Source: an optimization exercise on an open RTL-to-GDS flow (aim: small area and a short achievable clock period). Production flows keep margins and buffers that such runs may drop.
RTL that was checked went through simulation tests only; none was proved equivalent to the original.
For run 1, only the layout was checked, not whether the RTL still works.
Power figures rest on the tool's default switching activity, not on a simulated workload.

==> flow/design.v, too long to show whole: its modules and the start of the top module <==
// module efi_fa: 10 lines
// module efi_bsel: 10 lines
// module efi_bseln: 10 lines
// module efi_dot_product_accum: 1719 lines
// module efi_dot_product_accum_top: 27 lines
module efi_dot_product_accum_top (
   input  logic         clk0,
   input  logic         aclr0,
   input  logic         ena,
   input  logic         in_valid,
   input  logic         in_first,
   input  logic         in_last,
   input  logic [63:0]  ax,
   input  logic [63:0]  ay,
   output logic         out_valid,
   output logic [47:0]  result,
   output logic         out_overflow
);
  // ...
==> flow/run.sh <==
#!/bin/bash
# synth_recipe.tcl (not shown) runs the flow's synth.tcl, then flattens the netlist and writes it again
# the make line also repeats each setting of config.mk as NAME=value (left out here)
make -C /OpenROAD-flow-scripts/flow DESIGN_CONFIG=/design/flow/config.mk WORK_HOME=/design/flow/orfs CLKGATE_MAP_FILE= SYNTH_SCRIPT=/design/flow/synth_recipe.tcl finish
==> flow/config.mk <==
export PLATFORM = sky130hd
export DESIGN_NAME = efi_dot_product_accum_top
export DESIGN_NICKNAME = efi_dot_product_accum_top
export VERILOG_FILES = /design/flow/design.v
export SDC_FILE = /design/flow/constraint.sdc
export NUM_CORES = 4
export LEC_CHECK = 0
export ABC_AREA = 1
export CAP_MARGIN = 20
export CORE_MARGIN = 2
export CORE_UTILIZATION = 40
export SETUP_SLACK_MARGIN = 4.0
export SLEW_MARGIN = 20
export SYNTH_HIERARCHICAL = 1
==> flow/constraint.sdc <==
create_clock -name core_clock -period 7.5 [get_ports {clk0}]
set_input_delay 1.5000 -clock core_clock [delete_from_list [all_inputs] [get_ports {clk0}]]
set_output_delay 1.5000 -clock core_clock [all_outputs]
set_load 0.01 [all_outputs]
==> results.json, run 1 <==
{
  "finalCritPeriodShare": 0.464,
  "largest_reg_flops": 197,
  "top_layer_used": "met4",
  "grt_pass1_vias": 33100,
  "largest_class": "multi-input gates",
  "whs_ns": 0.427,
  "viasPerCell": 5.57,
  "wl_met3_um": 13800,
  "setup_viol": 0,
  "synth_mux_area_frac": 0.00702,
  "fin_setup_tns_ns": 0,
  "drt_iter0_drc": 3656,
  "vdd_ir_drop_max_mv": 0.236,
  "yosys-top-cells-count": "nand2_1 (612), xor2_1 (544), fa_1 (512)",
  "cts-root-buf": "clkbuf_16",
  "powerComb_mw": 15.9,
  "crit_chain": "inv_1 > o22ai_1 > xor2_1 > fa_1 > fa_1 > fa_1",
  "pre_cts_slack_ns": 3.48,
  "synth_compound_area_frac": 0.0983,
  "ys.flop_type": "edfxtp_1",
  "clkCellAreaFrac": 0.0440,
  "avgSynthCellArea_um2": 10.5,
  "grt_pass1_wl_um": 223000,
  "synth_nets": 5025,
  "crit_path_start_kind": "flip-flop",
  "worstReg2RegStart": "u_core.bone_s0[28]",
  "place_area_um2": 47900,
  "drc_errors": 0,
  "track_usage": 0.264,
  "end_kind": "flip-flop",
  "crit_cells": 6,
  "die_area_um2": 115000,
  "seqPwrFrac": 0.254,
  "period_needed_ns": 3.48,
  "numPortBuffers": 183,
  "max_stage_delay_ns": 0.85,
  "dp.cells": 5748,
  "core_um2": 111000,
  "final-nonclk-buf-share": 0.0442,
  "place_congestion": 1.03,
  "diodes": 0,
  "outcome": "complete, no violations"
}
==> run 2: changes to the inputs <==
--- a/flow/design.v
+++ b/flow/design.v
@@ -1736,39 +1736,267 @@
    wire s1115 = r1[195] ^ c1084;
    wire c1116 = r1[195] & c1084;
    logic [64:0] r2;
    wire [64:0] r2_d = {r1[196], c1116, s1115, c1114, s1114, c1113, s1113, c1112, s1112, c1111, s1111, c1110, s1110, c1109, s1109, c1108, s1108, c1107, s1107, c1106, s1106, c1105, s1105, c1104, s1104, c1103, s1103, c1102, s1102, c1101, s1101, c1100, s1100, c1099, s1099, c1098, s1098, c1097, s1097, c1096, s1096, c1095, s1095, c1094, s1094, c1093, s1093, c1092, s1092, c1091, s1091, c1090, s1090, c1089, s1089, c1088, s1088, c1087, s1087, c1086, r1[5], s1085, r1[2], r1[1], r1[0]};
    always_ff @(posedge clk0) if (ena) r2 <= r2_d;
    wire [33:0] csa3 = {1'b1, r2[63], r2[61], r2[59], r2[57], r2[55], r2[53], r2[51], r2[49], r2[47], r2[45], r2[43], r2[41], r2[39], r2[37], r2[35], r2[33], r2[31], r2[29], r2[27], r2[25], r2[23], r2[21], r2[19], r2[17], r2[15], r2[13], r2[11], r2[9], r2[7], r2[5], r2[3], r2[2], r2[0]};
    wire [33:0] csb3 = {1'b0, r2[64], r2[62], r2[60], r2[58], r2[56], r2[54], r2[52], r2[50], r2[48], r2[46], r2[44], r2[42], r2[40], r2[38], r2[36], r2[34], r2[32], r2[30], r2[28], r2[26], r2[24], r2[22], r2[20], r2[18], r2[16], r2[14], r2[12], r2[10], r2[8], r2[6], r2[4], 1'b0, r2[1]};
    wire [33:0] sum_w3;
-   assign sum_w3 = csa3 + csb3;
+   wire g1117 = csa3[0] & csb3[0];
+   wire g1118 = csa3[1] & csb3[1];
+   wire g1119 = csa3[2] & csb3[2];
+   wire g1120 = csa3[3] & csb3[3];
+   wire g1121 = csa3[4] & csb3[4];
+   wire g1122 = csa3[5] & csb3[5];
+   wire g1123 = csa3[6] & csb3[6];
+   wire g1124 = csa3[7] & csb3[7];
+   wire g1125 = csa3[8] & csb3[8];
+   wire g1126 = csa3[9] & csb3[9];
+   wire g1127 = csa3[10] & csb3[10];
+   wire g1128 = csa3[11] & csb3[11];
+   wire g1129 = csa3[12] & csb3[12];
+   wire g1130 = csa3[13] & csb3[13];
+   wire g1131 = csa3[14] & csb3[14];
+   wire g1132 = csa3[15] & csb3[15];
+   wire g1133 = csa3[16] & csb3[16];
+   wire g1134 = csa3[17] & csb3[17];
+   wire g1135 = csa3[18] & csb3[18];
+   wire g1136 = csa3[19] & csb3[19];
+   wire g1137 = csa3[20] & csb3[20];
+   wire g1138 = csa3[21] & csb3[21];
+   wire g1139 = csa3[22] & csb3[22];
+   wire g1140 = csa3[23] & csb3[23];
+   wire g1141 = csa3[24] & csb3[24];
+   wire g1142 = csa3[25] & csb3[25];
+   wire g1143 = csa3[26] & csb3[26];
+   wire g1144 = csa3[27] & csb3[27];
+   wire g1145 = csa3[28] & csb3[28];
+   wire g1146 = csa3[29] & csb3[29];
+   wire g1147 = csa3[30] & csb3[30];
+   wire g1148 = csa3[31] & csb3[31];
+   wire g1149 = csa3[32] & csb3[32];
+   wire g1150 = csa3[33] & csb3[33];
+   wire h1151 = csa3[0] ^ csb3[0];
+   wire h1152 = csa3[1] ^ csb3[1];
+   wire h1153 = csa3[2] ^ csb3[2];
+   wire h1154 = csa3[3] ^ csb3[3];
+   wire h1155 = csa3[4] ^ csb3[4];
+   wire h1156 = csa3[5] ^ csb3[5];
+   wire h1157 = csa3[6] ^ csb3[6];
+   wire h1158 = csa3[7] ^ csb3[7];
+   wire h1159 = csa3[8] ^ csb3[8];
+   wire h1160 = csa3[9] ^ csb3[9];
+   wire h1161 = csa3[10] ^ csb3[10];
+   wire h1162 = csa3[11] ^ csb3[11];
+   wire h1163 = csa3[12] ^ csb3[12];
+   wire h1164 = csa3[13] ^ csb3[13];
+   wire h1165 = csa3[14] ^ csb3[14];
+   wire h1166 = csa3[15] ^ csb3[15];
+   wire h1167 = csa3[16] ^ csb3[16];
+   wire h1168 = csa3[17] ^ csb3[17];
+   wire h1169 = csa3[18] ^ csb3[18];
+   wire h1170 = csa3[19] ^ csb3[19];
+   wire h1171 = csa3[20] ^ csb3[20];
+   wire h1172 = csa3[21] ^ csb3[21];
+   wire h1173 = csa3[22] ^ csb3[22];
+   wire h1174 = csa3[23] ^ csb3[23];
+   wire h1175 = csa3[24] ^ csb3[24];
+   wire h1176 = csa3[25] ^ csb3[25];
+   wire h1177 = csa3[26] ^ csb3[26];
+   wire h1178 = csa3[27] ^ csb3[27];
+   wire h1179 = csa3[28] ^ csb3[28];
+   wire h1180 = csa3[29] ^ csb3[29];
+   wire h1181 = csa3[30] ^ csb3[30];
+   wire h1182 = csa3[31] ^ csb3[31];
+   wire h1183 = csa3[32] ^ csb3[32];
+   wire h1184 = csa3[33] ^ csb3[33];
+   wire g1185 = g1118 | (h1152 & g1117);
+   wire q1186 = h1152 & h1151;
+   wire g1187 = g1120 | (h1154 & g1119);
+   wire q1188 = h1154 & h1153;
+   wire g1189 = g1122 | (h1156 & g1121);
+   wire q1190 = h1156 & h1155;
+   wire g1191 = g1124 | (h1158 & g1123);
+   wire q1192 = h1158 & h1157;
+   wire g1193 = g1126 | (h1160 & g1125);
+   wire q1194 = h1160 & h1159;
+   wire g1195 = g1128 | (h1162 & g1127);
+   wire q1196 = h1162 & h1161;
+   wire g1197 = g1130 | (h1164 & g1129);
+   wire q1198 = h1164 & h1163;
+   wire g1199 = g1132 | (h1166 & g1131);
+   wire q1200 = h1166 & h1165;
+   wire g1201 = g1134 | (h1168 & g1133);
+   wire q1202 = h1168 & h1167;
+   wire g1203 = g1136 | (h1170 & g1135);
+   wire q1204 = h1170 & h1169;
+   wire g1205 = g1138 | (h1172 & g1137);
+   wire q1206 = h1172 & h1171;
+   wire g1207 = g1140 | (h1174 & g1139);
+   wire q1208 = h1174 & h1173;
+   wire g1209 = g1142 | (h1176 & g1141);
+   wire q1210 = h1176 & h1175;
+   wire g1211 = g1144 | (h1178 & g1143);
+   wire q1212 = h1178 & h1177;
+   wire g1213 = g1146 | (h1180 & g1145);
+   wire q1214 = h1180 & h1179;
+   wire g1215 = g1148 | (h1182 & g1147);
+   wire q1216 = h1182 & h1181;
+   wire g1217 = g1150 | (h1184 & g1149);
+   wire q1218 = h1184 & h1183;
+   wire g1219 = g1187 | (q1188 & g1185);
+   wire q1220 = q1188 & q1186;
+   wire g1221 = g1191 | (q1192 & g1189);
+   wire q1222 = q1192 & q1190;
+   wire g1223 = g1195 | (q1196 & g1193);
+   wire q1224 = q1196 & q1194;
+   wire g1225 = g1199 | (q1200 & g1197);
+   wire q1226 = q1200 & q1198;
+   wire g1227 = g1203 | (q1204 & g1201);
+   wire q1228 = q1204 & q1202;
+   wire g1229 = g1207 | (q1208 & g1205);
+   wire q1230 = q1208 & q1206;
+   wire g1231 = g1211 | (q1212 & g1209);
+   wire q1232 = q1212 & q1210;
+   wire g1233 = g1215 | (q1216 & g1213);
+   wire q1234 = q1216 & q1214;
+   wire g1235 = g1221 | (q1222 & g1219);
+   wire q1236 = q1222 & q1220;
+   wire g1237 = g1225 | (q1226 & g1223);
+   wire q1238 = q1226 & q1224;
+   wire g1239 = g1229 | (q1230 & g1227);
+   wire q1240 = q1230 & q1228;
+   wire g1241 = g1233 | (q1234 & g1231);
+   wire q1242 = q1234 & q1232;
+   wire g1243 = g1237 | (q1238 & g1235);
+   wire q1244 = q1238 & q1236;
+   wire g1245 = g1241 | (q1242 & g1239);
+   wire q1246 = q1242 & q1240;
+   wire g1247 = g1245 | (q1246 & g1243);
+   wire q1248 = q1246 & q1244;
+   wire g1249 = g1239 | (q1240 & g1243);
+   wire q1250 = q1240 & q1244;
+   wire g1251 = g1223 | (q1224 & g1235);
+   wire q1252 = q1224 & q1236;
+   wire g1253 = g1227 | (q1228 & g1243);
+   wire q1254 = q1228 & q1244;
+   wire g1255 = g1231 | (q1232 & g1249);
+   wire q1256 = q1232 & q1250;
+   wire g1257 = g1189 | (q1190 & g1219);
+   wire q1258 = q1190 & q1220;
+   wire g1259 = g1193 | (q1194 & g1235);
+   wire q1260 = q1194 & q1236;
+   wire g1261 = g1197 | (q1198 & g1251);
+   wire q1262 = q1198 & q1252;
+   wire g1263 = g1201 | (q1202 & g1243);
+   wire q1264 = q1202 & q1244;
+   wire g1265 = g1205 | (q1206 & g1253);
+   wire q1266 = q1206 & q1254;
+   wire g1267 = g1209 | (q1210 & g1249);
+   wire q1268 = q1210 & q1250;
+   wire g1269 = g1213 | (q1214 & g1255);
+   wire q1270 = q1214 & q1256;
+   wire g1271 = g1217 | (q1218 & g1247);
+   wire q1272 = q1218 & q1248;
+   wire g1273 = g1119 | (h1153 & g1185);
+   wire q1274 = h1153 & q1186;
+   wire g1275 = g1121 | (h1155 & g1219);
+   wire q1276 = h1155 & q1220;
+   wire g1277 = g1123 | (h1157 & g1257);
+   wire q1278 = h1157 & q1258;
+   wire g1279 = g1125 | (h1159 & g1235);
+   wire q1280 = h1159 & q1236;
+   wire g1281 = g1127 | (h1161 & g1259);
+   wire q1282 = h1161 & q1260;
+   wire g1283 = g1129 | (h1163 & g1251);
+   wire q1284 = h1163 & q1252;
+   wire g1285 = g1131 | (h1165 & g1261);
+   wire q1286 = h1165 & q1262;
+   wire g1287 = g1133 | (h1167 & g1243);
+   wire q1288 = h1167 & q1244;
+   wire g1289 = g1135 | (h1169 & g1263);
+   wire q1290 = h1169 & q1264;
+   wire g1291 = g1137 | (h1171 & g1253);
+   wire q1292 = h1171 & q1254;
+   wire g1293 = g1139 | (h1173 & g1265);
+   wire q1294 = h1173 & q1266;
+   wire g1295 = g1141 | (h1175 & g1249);
+   wire q1296 = h1175 & q1250;
+   wire g1297 = g1143 | (h1177 & g1267);
+   wire q1298 = h1177 & q1268;
+   wire g1299 = g1145 | (h1179 & g1255);
+   wire q1300 = h1179 & q1256;
+   wire g1301 = g1147 | (h1181 & g1269);
+   wire q1302 = h1181 & q1270;
+   wire g1303 = g1149 | (h1183 & g1247);
+   wire q1304 = h1183 & q1248;
+   wire z1305 = h1152 ^ g1117;
+   wire z1306 = h1153 ^ g1185;
+   wire z1307 = h1154 ^ g1273;
+   wire z1308 = h1155 ^ g1219;
+   wire z1309 = h1156 ^ g1275;
+   wire z1310 = h1157 ^ g1257;
+   wire z1311 = h1158 ^ g1277;
+   wire z1312 = h1159 ^ g1235;
+   wire z1313 = h1160 ^ g1279;
+   wire z1314 = h1161 ^ g1259;
+   wire z1315 = h1162 ^ g1281;
+   wire z1316 = h1163 ^ g1251;
+   wire z1317 = h1164 ^ g1283;
+   wire z1318 = h1165 ^ g1261;
+   wire z1319 = h1166 ^ g1285;
+   wire z1320 = h1167 ^ g1243;
+   wire z1321 = h1168 ^ g1287;
+   wire z1322 = h1169 ^ g1263;
+   wire z1323 = h1170 ^ g1289;
+   wire z1324 = h1171 ^ g1253;
+   wire z1325 = h1172 ^ g1291;
+   wire z1326 = h1173 ^ g1265;
+   wire z1327 = h1174 ^ g1293;
+   wire z1328 = h1175 ^ g1249;
+   wire z1329 = h1176 ^ g1295;
+   wire z1330 = h1177 ^ g1267;
+   wire z1331 = h1178 ^ g1297;
+   wire z1332 = h1179 ^ g1255;
+   wire z1333 = h1180 ^ g1299;
+   wire z1334 = h1181 ^ g1269;
+   wire z1335 = h1182 ^ g1301;
+   wire z1336 = h1183 ^ g1247;
+   wire z1337 = h1184 ^ g1303;
+   assign sum_w3 = {z1337, z1336, z1335, z1334, z1333, z1332, z1331, z1330, z1329, z1328, z1327, z1326, z1325, z1324, z1323, z1322, z1321, z1320, z1319, z1318, z1317, z1316, z1315, z1314, z1313, z1312, z1311, z1310, z1309, z1308, z1307, z1306, z1305, h1151};
    logic [33:0] r3;
    always_ff @(posedge clk0) if (ena) r3 <= sum_w3;
+   logic        acc_clr;
+   logic        bz;
+   always_ff @(posedge clk0 or posedge aclr0) begin
+      if (aclr0) bz <= 1'b1;
+      else if (ena) bz <= sb[2][1] | (acc_clr & ~sb[3][2]);
+   end
    logic [47:0] acc;
    logic        grp_ovf;
    wire         v_a = sb[3][2];
    wire         f_a = sb[3][1];
    wire         l_a = sb[3][0];
-   wire [47:0]  acc_base = f_a ? 48'd0 : acc;
+   wire [47:0]  acc_base = bz ? 48'd0 : acc;
    wire [47:0]  addend   = {{14{r3[33]}}, r3};
    wire [47:0]  acc_next = acc_base + addend;
    wire         add_ovf  = (acc_base[47] == addend[47]) & (acc_next[47] != acc_base[47]);
    wire         ovf_next = (~f_a & grp_ovf) | add_ovf;
+   always_ff @(posedge clk0) if (ena & v_a) acc <= acc_next;
    always_ff @(posedge clk0 or posedge aclr0) begin
       if (aclr0) begin
-         acc          <= '0;
+         acc_clr      <= 1'b1;
          grp_ovf      <= 1'b0;
          out_valid    <= 1'b0;
          result       <= '0;
          out_overflow <= 1'b0;
       end else if (ena) begin
          if (v_a) begin
-            acc     <= acc_next;
+            acc_clr <= 1'b0;
             grp_ovf <= ovf_next;
          end
          out_valid <= v_a & l_a;
          if (v_a & l_a) begin
             result       <= acc_next;
             out_overflow <= ovf_next;
          end
       end
--- a/flow/config.mk
+++ b/flow/config.mk
@@ -4,11 +4,12 @@
 export VERILOG_FILES = /design/flow/design.v
 export SDC_FILE = /design/flow/constraint.sdc
 export NUM_CORES = 4
 export LEC_CHECK = 0
 export ABC_AREA = 1
 export CAP_MARGIN = 20
 export CORE_MARGIN = 2
 export CORE_UTILIZATION = 40
+export CTS_BUF_LIST = sky130_fd_sc_hd__clkbuf_8
 export SETUP_SLACK_MARGIN = 4.0
 export SLEW_MARGIN = 20
 export SYNTH_HIERARCHICAL = 1
==> run 2 against run 1 <==
Compared with the run above: synthesized area fell by 1.8%; synthesized cell count is 6.6% lower; first-iteration DRC count shrank 15%; maximum frequency shrank 1.4%; clock power fell by 18%; sequential cell count grew 2; highest routed layer is now met5; still clean on timing, DRC and antenna; sequential power rose by 1%.
==> results.json, run 2 <==
{
  "outcome": "complete, no violations",
  "core_um2": 109000,
  "max_clock_freq_ghz": 0.284,
  "io_pins": 184,
  "fin_setup_tns_ns": 0,
  "clk_path_buf_depth": 3,
  "required_ns": 7.97,
  "synthAdderAreaFrac": 0.271,
  "cp_data_arrival_time_ns": 4.00,
  "fin_util": 0.452,
  "largest_reg_flops": 197,
  "yosysSeqAreaShare": 0.380,
  "period_needed_ns": 3.53,
  "async_reset_ff_frac": 0.114,
  "netlist_instances": 3986,
  "numPortBuffers": 183,
  "critPathKind": "reg -> reg",
  "vias": 31300,
  "top_register": "u_core.r1",
  "end_kind": "flip-flop",
  "start_util": 0.404,
  "finalCritPeriodShare": 0.470,
  "ys.flop_type": "edfxtp_1",
  "die_area_um2": 113000,
  "grt_remaining_overflow": 0,
  "rsz0062_at_grt": "yes",
  "yosysTopAreaCell": "edfxtp_1",
  "crit_path_start_kind": "flip-flop",
  "crit_top_cell": "fa_1",
  "setup_viol": 0,
  "dieWidth_um": 336,
  "synth_top_family_by_area": "adder cells",
  "maxSlewViolCount": 0,
  "antenna_found_initial": 11,
  "synth.area.top_cells": "edfxtp_1 (34%), fa_1 (24%), xor2_1 (11%), o22ai_1 (6.8%), nand2_1 (4.3%)",
  "ys.warnings.count": 8,
  "yosysTopAreaCellShare": 0.343,
  "cts.sinks": 569,
  "synth_mux_area_frac": 0.00715,
  "place_congestion": 1.01,
  "finalNetCount": 4889,
  "fin_skew_ns": 0.0681,
  "drive_above_1_share": 0.0611,
  "yosys.area_share.simple": 0.0815,
  "finalHoldViolCount": 0,
  "wl_per_cell_um": 26.0,
  "drc_errors": 0,
  "p_leak_nw": 20.4,
  "final_common_cell": "xor2_1",
  "synth-xor-area-share": 0.115,
  "p_per_area_nw_per_um2": 481,
  "slowest_stage": "fa_1",
  "avgSynthCellArea_um2": 11.1,
  "insertion_delay_ns": 0.78,
  "synth_nets": 4758,
  "max-cap-violations": 0,
  "drt_iter0_drc": 3098,
  "synth_compound_area_frac": 0.0883,
  "yosysMostFrequentCell": "xor2_1",
  "slew_headroom": 0.223,
  "cts_buffers": 101,
  "grt_pass1_wl_um": 214000,
  "max_stage_delay_ns": 0.57,
  "routed_wl_um": 148000,
  "reg_top3": "u_core.r1 (197), u_core.r2 (65), u_core.ax_s0 (64)",
  "path_clk_slew_ns": 0.06,
  "hp-class": "reg -> reg",
  "cts_tree": "done",
  "most-common-layout-cells": "xor2_1 (541), fa_1 (528), nand2_1 (510), edfxtp_1 (504)",
  "num_rows": 121,
  "grt_max_degree": 154,
  "grt_pass1_vias": 31800,
  "vdd_ir_drop_max_mv": 0.279,
  "viasPerCell": 5.51,
  "crit_chain": "inv_1 > o22ai_1 > xor2_2 > fa_1 > fa_1 > fa_1",
  "dp_hpwl_um": 114000,
  "synth-edff-count": 504,
  "area_growth_pct": 11.8,
  "track_usage": 0.261,
  "yosys-top-cells-count": "xor2_1 (542), fa_1 (528), nand2_1 (510)",
  "mappedNetlistArea_um2": 44100,
  "cp_max_fo": 9,
  "worst_pin_slew_ns": 1.17,
  "cts-root-buf": "clkbuf_8",
  "htree_levels": 3,
  "die_h_um": 336,
  "ys_ff_latch": 569,
  "hold_buffers": 0,
  "first_pass_iters": 6,
  "ant_nets": 0,
  "ys_types": 45
}
## run 2: power breakdown
| group | internal, mW | total [mW] | switching [mW] |
|---|---|---|---|
| registers | 6.01 | 6.65 | 0.637 |
| clock network | 1.40 | 2.72 | 1.32 |
| logic | 5.88 | 14.4 | 8.49 |
## run 2: repair_timing
action | CTS | global route
setup endpoints to repair | 0 | 21
resized for setup | 0 | 5
setup buffers | 0 | 24
## run 2: metrics by stage
step                      power (mW)  instances  instance area (um2)  hold WS, ns  setup slack [ns]
after floorplan                 15.0       3986                44100        0.400              4.38
after global placement          20.5       5465                47200        0.408              3.68
after detailed placement        20.8       5466                47200        0.412              3.64
after CTS                       23.6       5645                49100        0.425              4.01
after global routing            25.6       5670                49300        0.427              3.99
final                           23.7       5676                49300        0.423              3.97
## run 2: Yosys stat by module, one instance, submodules excluded, excerpt
module | cells | times used | flip-flops and latches | area, um2
efi_dot_product_accum | 3475 | 1 | 569 | 33900
efi_fa | 1 | 511 | 0 | 20.0
## run 2: cell type report
class	instances	area (um2)
clock buffer	108	1490
fill	10200	59800
multi-input combinational	2759	24900
tap	1476	1850
antenna	7	17.5
inverter	452	1710
timing repair buffer	234	2270
sequential	569	16800
clock inverter	71	399
## run 2: final timing paths
kind,slack [ns],depth (start not counted),startpoint,endpoint
min reg2reg,0.42,0,u_core.r1[0],u_core.r2[0]
min in group asynchronous,1.33,3,aclr0,u_core.result[32]
max reg2reg,3.97,6,u_core.ax_s0[63],u_core.r1[131]
max,3.97,6,u_core.ax_s0[63],u_core.r1[131]
min,0.42,0,u_core.r1[0],u_core.r2[0]
max in group asynchronous,5.60,3,aclr0,u_core.result[13]
## run 2: kinds of logic after synthesis
| logic type | Yosys count |
|---|---|
| flip-flops | 569 |
| multiplexers | 28 |
| buffers and inverters | 658 |
| AO/OA/AOI/OAI | 644 |
| adder cells (fa/ha/maj) | 638 |
| XOR/XNOR | 580 |
| AND/OR/NAND/NOR | 869 |
## run 2: worst max-delay path: cells and delay by family, from the launching register on
family	cells	cell delay, ns
fa+ha+maj	3	1.55
flops	1	0.53
xor+xnor	1	0.50
compound gates	1	0.33
buf+inv	1	0.30
## run 2: routing by layer
| metal | up-vias | global-route usage | part of all wire | routed length [um] |
|---|---|---|---|---|
| li1 | 13600 | - | - | - |
| met1 | 15500 | 0.338 | 0.40 | 58600 |
| met2 | 1709 | 0.396 | 0.44 | 64500 |
| met3 | 400 | 0.0802 | 0.11 | 15600 |
| met4 | 4 | 0.133 | 0.061 | 9010 |
| met5 | - | 0 | 0.00020 | 29 |
==> run 3: changes to the inputs <==
==> flow/flow/run.sh (new file) <==
#!/bin/bash
# The standard layout (the standard.sh, unchanged synthesis), with the
# port buffers that placement inserts made plain buf_2 cells instead of the
# delay buffers buffer_ports picks by default.
set -euo pipefail
export BUFFER_PORTS_ARGS="-buffer_cell sky130_fd_sc_hd__buf_2"
bash standard.sh > standard.log 2>&1
==> flow/standard.sh (new file) <==
#!/bin/bash
# synth_recipe.tcl (not shown) runs the flow's synth.tcl, then flattens the netlist and writes it again
# the make line also repeats each setting of config.mk as NAME=value (left out here)
make -C /OpenROAD-flow-scripts/flow DESIGN_CONFIG=/design/flow/config.mk WORK_HOME=/design/flow/orfs CLKGATE_MAP_FILE= SYNTH_SCRIPT=/design/flow/synth_recipe.tcl "${@:-finish}"
removed: flow/run.sh
==> run 3 against run 2 <==
Compared with the run above: sequential cell count is the same; non-clock buffer count shrank 1; critical path type unchanged; highest routed layer unchanged; via count is essentially flat; sequential power is essentially flat; sequential share of layout area grew 0.66 points; maximum frequency grew 0.72%; count of clock-buffer cells in the layout shrank 7.
==> results.json, run 3 <==
{
  "outcome": "complete, no violations",
  "first_pass_iters": 6,
  "required_ns": 7.98,
  "place_congestion": 1.03,
  "ys.flop_type": "edfxtp_1",
  "grt_remaining_overflow": 0,
  "drc_errors": 0,
  "max-cap-violations": 0,
  "cts_buffers": 100,
  "finalNetCount": 4887,
  "slew_headroom": 0.203,
  "drive_above_1_share": 0.101,
  "rr_worst_depth": 4,
  "hp-start": "u_core.r1[196]",
  "p_per_area_nw_per_um2": 488,
  "yosysTopAreaCellShare": 0.343,
  "wl_per_cell_um": 25.7,
  "io_pins": 184,
  "clk_path_buf_depth": 3,
  "yosysTopAreaCell": "edfxtp_1",
  "seqPwrFrac": 0.281,
  "drt_iter0_drc": 3455,
  "routed_wl_um": 146000,
  "yosys-top-cells-count": "xor2_1 (542), fa_1 (528), nand2_1 (510)",
  "rsz0062_at_grt": "no",
  "swShare": 0.443,
  "avgSynthCellArea_um2": 11.1,
  "htree_levels": 3,
  "antenna_found_initial": 8,
  "cts_tree": "done",
  "core_um2": 109000,
  "crit_top_cell": "fa_1",
  "reg_top3": "u_core.r1 (197), u_core.r2 (65), u_core.ax_s0 (64)",
  "num_rows": 121,
  "die_area_um2": 113000,
  "synth_compound_area_frac": 0.0883,
  "r2r-end": "u_core.r1[130]",
  "cts.sinks": 569,
  "numPortBuffers": 183,
  "grt_pass1_wl_um": 213000,
  "end_kind": "flip-flop",
  "synth_top_family_by_area": "adder cells",
  "dp.cells": 5466,
  "slowest_stage": "edfxtp_1",
  "max_clock_freq_ghz": 0.286,
  "reg2reg_slack_ns": 4.00,
  "worstReg2RegStart": "u_core.bneg_s0[25]",
  "p_int_mw": 13.2,
  "die_h_um": 336,
  "gr-usage-met3": 0.0757,
  "combinationalPowerShare": 0.603,
  "top_register": "u_core.r1",
  "final_common_cell": "xor2_1",
  "period_needed_ns": 3.50,
  "mappedNetlistArea_um2": 44100,
  "grtUsageMet1": 0.337,
  "netlist_instances": 3986,
  "yosysSeqAreaShare": 0.380,
  "ys.warnings.count": 8,
  "ys_ff_latch": 569,
  "clkPwrFrac": 0.117,
  "viasPerCell": 5.52,
  "cts-root-buf": "clkbuf_8",
  "fin_setup_tns_ns": 0,
  "worst_pin_slew_ns": 1.20,
  "start_util": 0.404,
  "p_switching_mw": 10.4,
  "most-common-layout-cells": "xor2_1 (542), fa_1 (528), nand2_1 (510), edfxtp_1 (504), inv_1 (488)",
  "crit_path_start_kind": "flip-flop",
  "synth-edff-count": 504,
  "maxSlewViolCount": 0,
  "grt-busiest-layer": "met2",
  "grt_pass1_vias": 31800,
  "synth.area.top_cells": "edfxtp_1 (34%), fa_1 (24%), xor2_1 (11%), o22ai_1 (6.8%), nand2_1 (4.3%)",
  "grt_use_met2": 0.388,
  "max_stage_delay_ns": 1.14,
  "setup_viol": 0,
  "total_power_mw": 23.6,
  "synth-xor-area-share": 0.115,
  "track_usage": 0.258,
  "whs_ns": 0.415,
  "critPathKind": "reg -> reg",
  "fin_skew_ns": 0.0432,
  "async_reset_ff_frac": 0.114,
  "hp-class": "reg -> reg",
  "vias": 31300,
  "finalNonFillerCells": 5672,
  "finalCritPeriodShare": 0.467,
  "p_leak_nw": 20.4,
  "path_clk_slew_ns": 0.06,
  "area_growth_pct": 9.72,
  "grt_max_degree": 175,
  "dp_hpwl_um": 111000,
  "dieWidth_um": 336,
  "synth_mux_area_frac": 0.00715,
  "cp_data_arrival_time_ns": 3.98,
  "yosys.area_share.simple": 0.0815,
  "ys_types": 45,
  "whs_path_depth": 0,
  "hold_buffers": 0,
  "min_to": "u_core.r2[64]",
  "vdd_ir_drop_max_mv": 0.283,
  "ant_nets": 0,
  "yosysMostFrequentCell": "xor2_1",
  "synthAdderAreaFrac": 0.271,
  "finalHoldViolCount": 0,
  "largest_reg_flops": 197,
  "insertion_delay_ns": 0.77,
  "synth_nets": 4758,
  "crit_chain": "xor2_1 > fa_1 > fa_1 > fa_1",
  "cp_max_fo": 18
}
==> run 3: cell families (layout without fill, tap and decap cells) <==
| family | after synthesis | after routing |
|---|---|---|
| compound gates | 644 | 644 |
| xor+xnor | 580 | 580 |
| fa+ha+maj | 638 | 638 |
| buf+inv | 658 | 864 |
| flops | 569 | 569 |
| mux | 28 | 28 |
| other cells | 0 | 4 |
| simple gates | 869 | 869 |
==> run 3: critical path: cells and delay by family (launching register included) <==
family | cells | cell delay [ns]
adders and majority gates | 3 | 1.57
xor gates and xnor gates | 1 | 0.52
DFF | 1 | 1.14
==> run 3: per-stage QoR <==
step	util	setup slack, ns	instance area, um2
5_1_grt	0.443	4.00	48400
4_1_cts	0.441	4.08	48200
3_3_place_gp	0.424	3.69	46300
3_5_place_dp	0.424	3.65	46300
6_report	0.443	4.00	48400
2_1_floorplan	-	4.38	44100
==> run 3: how the worst max path moves through the flow <==
stage	start	end	slack [ns]	cells past startpoint
2_1_floorplan	aclr0	u_core.grp_ovf	4.38	1
3_3_place_gp	ena	u_core.r1[22]	3.69	3
3_5_place_dp	ena	u_core.r1[142]	3.65	3
4_1_cts	u_core.bneg_s0[15]	u_core.r1[81]	4.08	5
5_1_grt	u_core.ax_s0[12]	u_core.r1[71]	4.00	6
6_report	u_core.bneg_s0[25]	u_core.r1[130]	4.00	4
==> run 3: layout make-up <==
cell class	instances	area [um2]
antenna	4	10.0
clock buffer	101	1390
clock inverter	78	495
fill	10200	60800
inverter	452	1700
multi-input combinational	2759	24900
sequential	569	16800
tap	1476	1850
timing repair buffer	233	1350
==> run 3: power by group through the flow <==
stage / logic (mW) / clock network (mW) / registers (mW)
final: 14.2 / 2.75 / 6.63
after global routing: 15.8 / 2.98 / 6.75
after CTS: 14.0 / 2.85 / 6.67
after detailed placement: 13.9 / 0 / 6.72
after floorplan: 8.52 / 0 / 6.52
after global placement: 13.7 / 0 / 6.69
==> run 3: Yosys stat by module (local to each module, per instance), excerpt <==
| module | cells inside | cell area (um2) |
|---|---|---|
| efi_dot_product_accum | 3475 | 33900 |
| efi_fa | 1 | 20.0 |
==> run 3: routing by layer <==
metal	share of wire	routed length (um)	vias to the layer above
met4	0.063	9190	6
met1	0.39	57600	15500
met2	0.43	63300	1790
met5	0.00018	26	-
li1	-	-	13600
met3	0.11	15700	372
==> run 3: what timing repair did <==
item                                    4_1_cts  5_1_grt
setup buffers                                 0       21
endpoints found under the hold margin         0        0
endpoints found under the setup margin        0       12
gates resized for setup                       0        4

-- static timing again, ports no longer ideal --
How much do the figures lean on ideal ports? The routed layouts below were timed once more, with nothing changed but the port constraints. Step 1: set_driving_cell puts a clkbuf_16 on clk0 and a buf_2 on each other input, an assumption about the parent block. Step 2 moves the port delays by t, midway between the first and last clock arrival at a register: inputs arrive t later, outputs are due t later. That takes back most of the time a late clock gives input paths. a / b / c = ideal / step 1 / step 2; a / b = the first two.
| run | shift t [ns] | setup slack, ns | worst setup path after step 2 | worst register clock-pin slew, ns |
|---|---|---|---|---|
| run 1 | 0.701 | 4.022 / 4.022 / 3.516 | input to register | 0.07 / 0.07 |
| run 2 | 0.823 | 3.973 / 3.973 / 3.593 | input to register | 0.07 / 0.07 |
| run 3 | 0.825 | 3.999 / 3.999 / 3.581 | input to register | 0.08 / 0.08 |
After both steps setup and hold are still met in every run listed. For run 1, which loses most, drivers alone change the setup slack by 0.000 ns; drivers and shift together by -0.506 ns.
